From an optimization exercise on the open Yosys and OpenROAD flow, aimed at small area, a short achievable clock period and few clock cycles per item; shortcuts taken in it are not production practice.
RTL that was checked went through simulation tests only; none was proved equivalent to the original.

juniper:
Design math_expression_inverse, start of the top module:
module math_expression_inverse #(
  parameter int W = 32
) (
  input  logic                  clk,
  input  logic                  reset,
  input  logic                  start,
  input  logic signed [2*W+3:0] q,
  input  logic                  rmd,
  input  logic signed [W-1:0]   a,
  input  logic signed [W-1:0]   b,
  input  logic signed [W-1:0]   d,
  output logic signed [W-1:0]   c,
  output logic                  valid,
  output logic                  busy,
  output logic                  err_div0,
  output logic                  inexact,
  output logic                  ovf
);
  localparam int NB = 2*W + 6;                 
  localparam int K  = 32;                      
  localparam int NC = NB / 2;                  
  localparam int CW = $clog2(NC + 1);
  localparam logic [1:0] PREP = 2'd0, FIRST = 2'd1, RUN = 2'd2;
  logic [1:0]    st;
  logic [NB-1:0] qr;      
  logic [W-1:0]  rr;      
  logic [W:0]    dx;      
  logic [W+2:0]  d3;      
  logic          sd;      
  logic          sn;      
  logic [CW-1:0] cnt;
  logic [1:0]    r3;      
  logic          ff;      
  logic          nz;      
  logic          nz3;     
  logic [W-1:0]  qm;      
  logic          sy_r, sel_r, div0_r;
  logic dc;
  assign dc = ~sd;
  function automatic logic ones(input logic [W+3:0] a, input logic [W+3:0] b, input logic ci);
    ones = &(~(a ^ b) ~^ {a[W+2:0] & b[W+2:0], ci});
  endfunction
  logic [NB-1:0] n_s;
  logic [W:0]    d1_s;
  logic n_co, d1_co;
  mei_add #(.N(NB)) u_n (.a(qr), .b({{(NB-W-2){rr[W-1]}}, rr, 2'b00}), .ci(1'b0), .s(n_s), .co(n_co));
  mei_add #(.N(W+1)) u_d1 (.a(dx), .b(~d3[W:0]), .ci(1'b1), .s(d1_s), .co(d1_co));
  logic [K-1:0] t_top;
  logic [W+1:0] d_t;
  logic         skip;
  assign t_top = {qr[NB-1 -: 2], qr[NB-3 -: K-2] ^ {(K-2){sn}}};
  logic         d_t_co;
  ...
Size: roughly 220 flip-flops, ~25,000 um^2 of cells after synthesis.
make LEC_CHECK=0 CAP_MARGIN=20 CORE_MARGIN=2 CORE_UTILIZATION=40 CTS_BUF_LIST=sky130_fd_sc_hd__clkbuf_8 SETUP_SLACK_MARGIN=4.4 SLEW_MARGIN=20 finish   # period 8.5 ns
run.sh (not shown) runs the stock make flow with config.mk's settings and CLKGATE_MAP_FILE= SYNTH_SCRIPT=/design/flow/synth_recipe.tcl, a recipe that flattens the netlist after the stock synthesis.
No stage failed in juniper, and the final checks on the layout all came back clean.
Testbench counts of juniper, summed over its fixed seeds: cycles 44,605, jobs 1,920.
Modified inputs, umber compared to juniper
Settings: a change of SETUP_SLACK_MARGIN from 4.4 to 3.4.
--- outcome ---
Synthesis-to-finish area growth (umber over juniper): decrease, 11 points. Diff juniper -> umber: maximum clock frequency fell by about 13%, total inserted antenna cells fell by 2, share of the clock period used by the worst path after layout rose by 7.4 points, shortest period the worst path allows rose by 0.63 ns. Compared with juniper, in umber final area down 2600 um^2, setup slack of the worst register-to-register path shrank by 0.62 ns, utilization went down 4.3 points.
#### Input delta (garnet over umber)
Settings: swapping 3.4 for 4.0 in SETUP_SLACK_MARGIN.
==> flow/flow/run.sh (new file) <==
#!/bin/bash
# The standard layout, with the port buffers made from the smallest buffer cell
# (buf_1) instead of the cell buffer_ports picks by default. Every port is still buffered.
set -euo pipefail
cd "$(dirname "$0")/.."
export BUFFER_PORTS_ARGS="-buffer_cell sky130_fd_sc_hd__buf_1"
bash standard.sh > flow_standard.log 2>&1
==> flow/standard.sh (new file) <==
#!/bin/bash
# synth_recipe.tcl (not shown) runs the flow's synth.tcl, then flattens the netlist and writes it again
# the make line also repeats each setting of config.mk as NAME=value (left out here)
make -C /OpenROAD-flow-scripts/flow DESIGN_CONFIG=/design/flow/config.mk WORK_HOME=/design/flow/orfs CLKGATE_MAP_FILE= SYNTH_SCRIPT=/design/flow/synth_recipe.tcl "${@:-finish}"
removed: flow/run.sh
## What came out
- Per the comparison of garnet with umber, first-pass iteration count of the detailed router increased by 1 relative to the old numbers; time the worst path needs with I/O delays and setup lower.
The following lists how nickel was set up differently from garnet:
==> flow/run.sh (new file) <==
#!/bin/bash
# synth_recipe.tcl (not shown) runs the flow's synth.tcl, then flattens the netlist and writes it again
# the make line also repeats each setting of config.mk as NAME=value (left out here)
make -C /OpenROAD-flow-scripts/flow DESIGN_CONFIG=/design/flow/config.mk WORK_HOME=/design/flow/orfs CLKGATE_MAP_FILE= SYNTH_SCRIPT=/design/flow/synth_recipe.tcl finish
removed: flow/flow/run.sh
removed: flow/standard.sh
[summary]
- Higher number of cells on the worst reg-to-reg path goes to garnet over nickel.
- Comparing nickel and garnet, the higher cell count is on nickel.
- Relative to garnet, the routed wire length of nickel is lower by about 0.3%.
- The clock skew reported for nickel is greater than that of garnet by 0.0065 ns.
- Taking garnet as the reference, in nickel HPWL reported at the end of detailed placement now sits higher, global-route wire length before repair now sits higher.
- Side by side, fmax turned out higher in nickel than in garnet.

math_expression_inverse, a different RTL version from the one above (not shown whole).
Size in the first run: roughly 2,600 cells after synthesis, about 220 flip-flops, about 0.024 mm² of cells after synthesis.
export LEC_CHECK = 0
export CAP_MARGIN = 20
export CORE_MARGIN = 2
export CORE_UTILIZATION = 40
export CTS_BUF_LIST = sky130_fd_sc_hd__clkbuf_2
export SETUP_SLACK_MARGIN = 4.0
export SLEW_MARGIN = 20
create_clock -name core_clock -period 8.5 [get_ports {clk}]
standard.sh (not shown) runs the stock make flow with config.mk's settings and CLKGATE_MAP_FILE= SYNTH_SCRIPT=/design/flow/synth_recipe.tcl, a recipe that flattens the netlist after the stock synthesis.
==> flow/flow/run.sh <==
#!/bin/bash
# The standard layout, with the port buffers made from the smallest buffer cell
# (buf_1) instead of the cell buffer_ports picks by default. Every port is still buffered.
set -euo pipefail
cd "$(dirname "$0")/.."
export BUFFER_PORTS_ARGS="-buffer_cell sky130_fd_sc_hd__buf_1"
bash standard.sh > flow_standard.log 2>&1
The starting point completed with no timing, DRC or antenna violations.
Testbench counts at the start, summed over its fixed seeds: cycles 42,890, jobs 1,920.
Edit:
Settings changed: CTS_BUF_LIST sky130_fd_sc_hd__clkbuf_2 to sky130_fd_sc_hd__clkbuf_4, SETUP_SLACK_MARGIN 4.0 to 4.2.
After rerunning:
- The changed run passed the timing, DRC and antenna checks
- hold slack is better by 0.046 ns
- worst setup slack is better by 0.26 ns
Edit:
Settings changed: CORE_UTILIZATION 40 to 55, PLACE_DENSITY from default to 0.75, SETUP_SLACK_MARGIN 4.2 to 4.0.
- synthesized area is unchanged
- setup slack loses 0.13 ns
- routed wire length came out lower by a few percent
- maximum frequency came out lower by a few percent
- critical path depth is unchanged

== run 1 ==
Starting RTL as in the previous note.
clock: 8.5 ns
lec_check: 0
cap_margin: 20
core_margin: 2
core_utilization: 40
cts_buf_list: sky130_fd_sc_hd__clkbuf_8
setup_slack_margin: 4.2
slew_margin: 20
Scripts as last shown in full above: flow/flow/run.sh
Testbench counts of run 1, summed over its fixed seeds: cycles 42,890, jobs 1,920.
Inputs modified between run 1 and run 2:
Settings: a change of SETUP_SLACK_MARGIN from 4.2 to 4.0; a change of CTS_BUF_LIST from sky130_fd_sc_hd__clkbuf_8 to sky130_fd_sc_hd__clkbuf_4.
==> comparison <==
Between run 1 and run 2, the flow reports count of buffers not belonging to the clock network in the layout decreasing by more than 10%. Of the two values seen for category of the critical setup timing path, input pin to register was produced by run 1 and register to output pin by run 2. Run 2: flow completed, timing, DRC and antenna clean. Run 1 reports its timing endpoint of the critical path as dx[22]$_DFFE_PN_ while run 2 reports inexact. Placement-stage cell area: run 2 vs run 1 — no meaningful difference. Re final cell count without fillers: run 1 was lower than run 2.
The inputs of run 3 differ from those of run 2 as listed below.
Settings: swapping sky130_fd_sc_hd__clkbuf_4 for sky130_fd_sc_hd__clkbuf_4 sky130_fd_sc_hd__clkbuf_8 in CTS_BUF_LIST.
## What came out
Number of DRC violations after detailed-routing iteration 0 came out higher on run 3 than on run 2.
Of the two values seen for slowest library cell on the worst path, sky130_fd_sc_hd__nor4_1 was produced by run 2 and sky130_fd_sc_hd__or4_1 by run 3.
Run 3 finished all stages; the layout is clean.
NOTE: final setup slack of the worst path in run 3 falls short of that of run 2
Cmp run 3 and run 2 / headroom to the max-slew limit / lower: run 3
Compared with run 2, run 3 shows a lower critical path depth.
Routed wire in run 3 totals more than in run 2.
The critical path arrival number comes out lower for run 2 vs run 3.
Looking only at wire length of the first global-routing pass, and setting everything else aside, the higher value of run 3 and run 2 goes to run 3.
Taking run 2 as the reference, in run 3 total congestion overflow flat, total of clock buffers placed in the layout -29, fraction of final layout cells sized beyond drive strength 1 dropped 0.97 points.
#### Input delta (run 4 over run 3)
Settings: a change of CTS_BUF_LIST from sky130_fd_sc_hd__clkbuf_4 sky130_fd_sc_hd__clkbuf_8 to sky130_fd_sc_hd__clkbuf_8.
Findings:
Changes observed in run 4 relative to run 3: share of final layout cell area taken by clock buffers and inverters decreased 0.16 points; met3 layer usage reported by global route has remained practically unchanged.

main:
Another version of the RTL of math_expression_inverse (not shown whole).
Size: about 2,900 cells after synthesis, roughly 210 I/O pins, roughly 26,000 µm² of cells after synthesis.
==> flow/config.mk <==
export PLATFORM = sky130hd
export DESIGN_NAME = math_expression_inverse
export DESIGN_NICKNAME = math_expression_inverse
export VERILOG_FILES = /design/flow/design.v
export SDC_FILE = /design/flow/constraint.sdc
export NUM_CORES = 4
export LEC_CHECK = 0
export CAP_MARGIN = 20
export CORE_MARGIN = 2
export CORE_UTILIZATION = 60
export SETUP_SLACK_MARGIN = 4.0
export SLEW_MARGIN = 20
==> flow/constraint.sdc <==
create_clock -name core_clock -period 8.5 [get_ports {clk}]
set_input_delay 1.7000 -clock core_clock [delete_from_list [all_inputs] [get_ports {clk}]]
set_output_delay 1.7000 -clock core_clock [all_outputs]
set_load 0.01 [all_outputs]
run.sh (not shown) runs the stock make flow with config.mk's settings and CLKGATE_MAP_FILE= SYNTH_SCRIPT=/design/flow/synth_recipe.tcl, a recipe that flattens the netlist after the stock synthesis.
Stock flow here: none of the scripts above is used.
main: no failed stages, no open violations at the end
Testbench counts of main, summed over its fixed seeds: cycles 44,605, jobs 1,920.
Changes in the feature branch relative to main:
Settings: CORE_UTILIZATION changed from 60 to 40; CTS_BUF_LIST newly set to sky130_fd_sc_hd__clkbuf_8.
==> comparison <==
The feature branch finished every stage and its layout cleared the timing, DRC and antenna checks. Against main as the reference, the feature branch delivers a lower number of vias per cell after detailed routing. Compared with main, the feature branch shows a estimated wirelength of the detail-placed design that is 8.6% higher. The feature branch vs main — multi-input logic portion of the cell area dropped 1.5 points. Compared with main, the feature branch shows first-pass GRT wire length that has gone up by a few percent. The feature branch: final-layout clock buffer total higher than main. The feature branch vs. main: clock skew grew by 0.016 ns; logic depth of the worst setup path including buffers shrank by 9.

== job 3431 ==
The RTL this note starts from:
==> flow/design.v <==
module math_expression_inverse #(
  parameter int W = 32
) (
  input  logic                  clk,
  input  logic                  reset,
  input  logic                  start,
  input  logic signed [2*W+3:0] q,
  input  logic                  rmd,
  input  logic signed [W-1:0]   a,
  input  logic signed [W-1:0]   b,
  input  logic signed [W-1:0]   d,
  output logic signed [W-1:0]   c,
  output logic                  valid,
  output logic                  busy,
  output logic                  err_div0,
  output logic                  inexact,
  output logic                  ovf
);
  localparam int NB = 2*W + 6;                 
  localparam int K  = 32;                      
  localparam int NC = NB / 2;                  
  localparam int CW = $clog2(NC + 1);
  localparam logic [1:0] PREP = 2'd0, FIRST = 2'd1, RUN = 2'd2;
  logic [1:0]    st;
  logic [NB-1:0] qr;      
  logic [W-1:0]  rr;      
  logic [W:0]    dx;      
  logic [W+2:0]  d3;      
  logic          sd;      
  logic          sn;      
  logic [CW-1:0] cnt;
  logic [1:0]    r3;      
  logic          ff;      
  logic          nz;      
  logic          nz3;     
  logic [W-1:0]  qm;      
  logic          sy_r, sel_r, div0_r;
  logic dc;
  assign dc = ~sd;
  function automatic logic ones(input logic [W+3:0] a, input logic [W+3:0] b, input logic ci);
    ones = &(~(a ^ b) ~^ {a[W+2:0] & b[W+2:0], ci});
  endfunction
  logic [NB-1:0] n_s;
  logic [W:0]    d1_s;
  logic n_co, d1_co;
  mei_add #(.N(NB)) u_n (.a(qr), .b({{(NB-W-2){rr[W-1]}}, rr, 2'b00}), .ci(1'b0), .s(n_s), .co(n_co));
  mei_add #(.N(W+1)) u_d1 (.a(dx), .b(~d3[W:0]), .ci(1'b1), .s(d1_s), .co(d1_co));
  logic [K-1:0] t_top;
  logic [W+1:0] d_t;
  logic         skip;
  assign t_top = {qr[NB-1 -: 2], qr[NB-3 -: K-2] ^ {(K-2){sn}}};
  assign d_t   = {2'b00, t_top} + {dx[W], dx} + (W+2)'(dc);
  assign skip  = (st == FIRST) & d_t[W+1];
  logic          x1, x2;
  logic [W:0]    rsh;            
  logic [W+1:0]  rsh4;           
  logic [W+1:0]  df1;            
  logic [W+3:0]  dfa, dfc;       
  logic          t1, t2, t3;
  assign x1   = qr[NB-1];
  assign x2   = qr[NB-2];
  assign rsh  = {rr, x1};
  assign rsh4 = {rr, x1, x2};
  logic df1_co, dfa_co, dfc_co;
  mei_add #(.N(W+2)) u_s1 (.a({1'b0, rsh}), .b({dx[W], dx}), .ci(dc), .s(df1), .co(df1_co));
  mei_add #(.N(W+4)) u_sa (.a({2'b00, rsh4}), .b({{3{dx[W]}}, dx}), .ci(dc), .s(dfa), .co(dfa_co));
  mei_add #(.N(W+4)) u_sc (.a({2'b00, rsh4}), .b({d3[W+2], d3}), .ci(dc), .s(dfc), .co(dfc_co));
  assign t1   = ~dfa[W+3];
  assign t2   = ~df1[W+1];
  assign t3   = ~dfc[W+3];
  logic [3:0] fk;                
  assign fk[0] = ones({2'b00, rsh4}, {{3{dx[W]}}, dx}, dc);
  assign fk[1] = ones({3'b000, rsh}, {{3{dx[W]}}, dx}, dc) & x2;
  assign fk[2] = ones({2'b00, rsh4}, {d3[W+2], d3}, dc);
  assign fk[3] = ff & x1 & x2;
  logic [3:0][1:0] q3k, r3k;
  logic [3:0]      selk, syk;
  always_comb begin
    for (int k = 0; k < 4; k++) begin
      logic [3:0] t;
      logic       dl, sy_k;
      t = {r3, 2'(k)};
      case (t)
        4'd0:  {q3k[k], r3k[k]} = {2'd0, 2'd0};
        4'd1:  {q3k[k], r3k[k]} = {2'd0, 2'd1};
        4'd2:  {q3k[k], r3k[k]} = {2'd0, 2'd2};
        4'd3:  {q3k[k], r3k[k]} = {2'd1, 2'd0};
        4'd4:  {q3k[k], r3k[k]} = {2'd1, 2'd1};
        4'd5:  {q3k[k], r3k[k]} = {2'd1, 2'd2};
        4'd6:  {q3k[k], r3k[k]} = {2'd2, 2'd0};
        4'd7:  {q3k[k], r3k[k]} = {2'd2, 2'd1};
        4'd8:  {q3k[k], r3k[k]} = {2'd2, 2'd2};
        4'd9:  {q3k[k], r3k[k]} = {2'd3, 2'd0};
        4'd10: {q3k[k], r3k[k]} = {2'd3, 2'd1};
        4'd11: {q3k[k], r3k[k]} = {2'd3, 2'd2};
        default: {q3k[k], r3k[k]} = 4'd0;     
      endcase
      dl      = sn & fk[k];
      sy_k    = (sn ^ sd) | ~(nz | (k != 0) | dl);
      syk[k]  = sy_k;
      selk[k] = sy_k ? ~((r3k[k] == 2'd2) | ((r3k[k] == 2'd1) & dl))
                     :  ((r3k[k] == 2'd0) & ~dl);
    end
  end
  logic [1:0]   y;               
  logic [W-1:0] r_nx;
  assign y    = t3 ? 2'd3 : t2 ? 2'd2 : t1 ? 2'd1 : 2'd0;
  assign r_nx = t3 ? dfc[W-1:0] : t2 ? {df1[W-2:0], x2} : t1 ? dfa[W-1:0] : {rr[W-3:0], x1, x2};
  logic       qa, qb, f_nx, sy_nx, sel_nx;
  logic [1:0] r3b;
  assign {qa, qb} = q3k[y];
  assign r3b      = r3k[y];
  assign f_nx     = fk[y];
  assign sy_nx    = syk[y];
  assign sel_nx   = selk[y];
  logic nz_nx;
  assign nz_nx    = nz | (|y);
  logic [W+2:0] d3_s;
  logic         d3_co;
  mei_add #(.N(W+3)) u_d3 (.a({dx[W], dx, dc}), .b({{2{dx[W]}}, dx}), .ci(dc), .s(d3_s), .co(d3_co));
  logic last;
  assign last  = (cnt == CW'(NC));
  assign valid = busy & (((st == RUN) & div0_r) | last);
  always_ff @(posedge clk or posedge reset) begin
    if (reset) busy <= 1'b0;
    else       busy <= busy ? ~valid : start;
  end
  always_ff @(posedge clk) begin
    if (!busy) begin
      st  <= PREP;
      qr  <= {q[2*W+3], q, rmd};
      rr  <= d;
      dx  <= {a[W-1], a};
      d3  <= {{2{b[W-1]}}, b[W-1], b};
      cnt <= '0;
      r3  <= '0;
      nz  <= 1'b0;
      nz3 <= 1'b0;
      qm  <= '1;
    end else if (st == PREP) begin
      st  <= FIRST;
      qr  <= {1'b0, n_s[NB-2] ^ n_s[NB-1], n_s[NB-3:0]};
      sn  <= n_s[NB-1];
      rr  <= '0;
      sd  <= d1_s[W];
      dx  <= d1_s[W] ? d1_s : ~d1_s;
      d3  <= ~((W+3)'(3));    
    end else if (skip) begin
      st  <= RUN;
      qr  <= {qr[NB-K-1 -: 2] ^ {2{sn}}, qr[NB-K-3:0], {K{1'b0}}};
      rr  <= W'(t_top);
      cnt <= CW'(K / 2);
      ff  <= ones({2'b00, t_top}, {{3{dx[W]}}, dx}, dc);
      div0_r <= ~sd & (&dx);
      d3  <= d3_s;
    end else begin
      if (st == FIRST) begin
        div0_r <= ~sd & (&dx);
        d3  <= d3_s;
      end
      st  <= RUN;
      qr  <= {qr[NB-3 -: 2] ^ {2{sn}}, qr[NB-5:0], qa, qb};
      qm  <= (qa | qb) ? {qr[W-3:0], qb ? {qa, 1'b0} : 2'b01} : {qm[W-3:0], 2'b11};
      rr  <= r_nx;
      cnt <= cnt + CW'(1);
      r3  <= r3b;
      nz  <= nz_nx;
      nz3 <= nz3 | qa | qb;
      ff  <= f_nx;
      sy_r  <= sy_nx;
      sel_r <= sel_nx;
    end
  end
  logic         delta, inx1, inx2, hi;
  logic [W-1:0] v;
  assign delta = sn & ff;
  assign inx1  = sn ? ~ff : (|rr);
  assign inx2  = sy_r ? ~(((r3 == 2'd2) & ~delta) | ((r3 == 2'd1) & delta))
                      : ~(((r3 == 2'd1) & ~delta) | ((r3 == 2'd0) & delta));
  assign hi    = (|(qr[NB-1 -: 2] ^ {2{sn}})) | (|qr[NB-3:W]);
  assign v     = sel_r ? qm : qr[W-1:0];
  assign c        = div0_r ? '0 : (v ^ {W{sy_r}});
  assign err_div0 = div0_r;
  assign inexact  = ~div0_r & (inx1 | inx2);
  assign ovf      = ~div0_r & (hi | (v[W-1] & (~sel_r | nz3)));
endmodule
module mei_add #(
  parameter int N = 8
) (
  input  logic [N-1:0] a,
  input  logic [N-1:0] b,
  input  logic         ci,
  output logic [N-1:0] s,
  output logic         co
);
  logic [N-1:0] p0, g0, p, g;
  always_comb begin
    p0 = a ^ b;
    g0 = a & b;
    p  = p0;
    g  = g0;
    g[0] = g0[0] | (p0[0] & ci);
    for (int i = 1; i <= $clog2(N); i++)
      for (int j = 2**i - 1; j < N; j += 2**i) begin
        g[j] = g[j] | (p[j] & g[j - 2**(i-1)]);
        p[j] = p[j] & p[j - 2**(i-1)];
      end
    for (int i = $clog2(N); i > 0; i--)
      for (int j = 2**i + 2**(i-1) - 1; j < N; j += 2**i) begin
        g[j] = g[j] | (p[j] & g[j - 2**(i-1)]);
        p[j] = p[j] & p[j - 2**(i-1)];
      end
    s  = p0 ^ {g[N-2:0], ci};
    co = g[N-1];
  end
endmodule
clock: 8.5 ns
lec_check: 0
cap_margin: 20
core_margin: 2
core_utilization: 40
cts_buf_list: sky130_fd_sc_hd__clkbuf_8
setup_slack_margin: 4.0
slew_margin: 20
standard.sh (not shown) runs the stock make flow with config.mk's settings and CLKGATE_MAP_FILE= SYNTH_SCRIPT=/design/flow/synth_recipe.tcl, a recipe that flattens the netlist after the stock synthesis.
Scripts as last shown in full above: flow/flow/run.sh
What job 4543 does differently from job 3431 at the input level:
Settings: CTS_BUF_LIST: sky130_fd_sc_hd__clkbuf_8 -> unset.
==> flow/run.sh (new file) <==
#!/bin/bash
# synth_recipe.tcl (not shown) runs the flow's synth.tcl, then flattens the netlist and writes it again
# the make line also repeats each setting of config.mk as NAME=value (left out here)
make -C /OpenROAD-flow-scripts/flow DESIGN_CONFIG=/design/flow/config.mk WORK_HOME=/design/flow/orfs CLKGATE_MAP_FILE= SYNTH_SCRIPT=/design/flow/synth_recipe.tcl finish
removed: flow/flow/run.sh
removed: flow/standard.sh
==> run summary <==
- Diff job 3431 -> job 4543: core utilization picked up an extra 2.2 points; setup slack moved up; wire length on met2 held steady.
- Route | job 4543 vs job 3431 | wire longer in job 4543
- Compared with job 3431, job 4543 shows a non-filler instance count after layout that is 0.97% lower.
- The proportion of cell area occupied by multi-input gates number comes out higher for job 3431 vs job 4543.
No run of this note included a check of the RTL's function; only the layout flow was run.

## port drivers added, routing unchanged
In the flow no input, the clock included, has a driving cell. The finished layouts below were timed again as built, in two steps.
Step 1 (the two cells are an assumption about what drives the block):
set clk [get_ports {clk}]
set_driving_cell -lib_cell sky130_fd_sc_hd__clkbuf_16 $clk
set_driving_cell -lib_cell sky130_fd_sc_hd__buf_2 [delete_from_list [all_inputs] $clk]
Step 2, shift: input delay + t, output delay - t, t = (earliest + latest rising clock arrival at the registers) / 2. This alone moves slack from input paths to output paths.
Slacks: ideal ports / drivers / drivers and shift; pairs: ideal ports / drivers.
| run | t (ns) | setup slack, ns | worst hold slack (ns) | worst register clock-pin slew, ns | worst slew at a driven data input, ns |
|---|---|---|---|---|---|
| juniper | 0.684 | 4.198 / 4.137 / 4.231 | 0.469 / 0.469 / 0.469 | 0.08 / 0.08 | 0.11 |
| umber | 0.693 | 3.569 / 3.510 / 3.612 | 0.466 / 0.466 / 0.466 | 0.07 / 0.07 | 0.08 |
| garnet | 0.700 | 4.026 / 3.967 / 4.109 | 0.475 / 0.475 / 0.475 | 0.08 / 0.08 | 0.07 |
| nickel | 0.696 | 4.057 / 4.027 / 4.057 | 0.476 / 0.476 / 0.476 | 0.08 / 0.08 | 0.07 |
| the first run of note 2 | 1.089 | 3.925 / 3.868 / 3.364 | 0.433 / 0.399 / 0.437 | 0.12 / 0.12 | 0.06 |
| the second run of note 2 | 0.874 | 4.182 / 4.123 / 3.458 | 0.479 / 0.479 / 0.479 | 0.08 / 0.08 | 0.05 |
| the third run of note 2 | 0.863 | 4.055 / 3.998 / 3.378 | 0.481 / 0.481 / 0.481 | 0.08 / 0.08 | 0.05 |
| run 1 | 0.705 | 4.226 / 4.219 / 3.548 | 0.488 / 0.488 / 0.488 | 0.06 / 0.06 | 0.05 |
| run 2 | 0.869 | 4.051 / 3.992 / 3.366 | 0.470 / 0.470 / 0.470 | 0.08 / 0.08 | 0.06 |
| run 3 | 0.691 | 4.017 / 3.963 / 3.444 | 0.490 / 0.490 / 0.490 | 0.07 / 0.07 | 0.06 |
| run 4 | 0.693 | 4.031 / 3.975 / 3.443 | 0.493 / 0.493 / 0.493 | 0.07 / 0.07 | 0.06 |
| main | 0.653 | 4.011 / 3.982 / 4.011 | 0.503 / 0.503 / 0.503 | 0.07 / 0.07 | 0.10 |
| the feature branch | 0.696 | 4.043 / 3.979 / 4.059 | 0.488 / 0.488 / 0.488 | 0.07 / 0.07 | 0.08 |
| job 3431 | 0.698 | 4.026 / 4.026 / 4.026 | 0.491 / 0.491 / 0.491 | 0.07 / 0.07 | 0.12 |
| job 4543 | 0.671 | 4.083 / 4.049 / 4.083 | 0.495 / 0.495 / 0.495 | 0.07 / 0.07 | 0.06 |
After both steps every run listed still meets setup and hold. For the second run of note 2, which loses most, drivers alone change the setup slack by -0.059 ns; drivers and shift together by -0.724 ns.
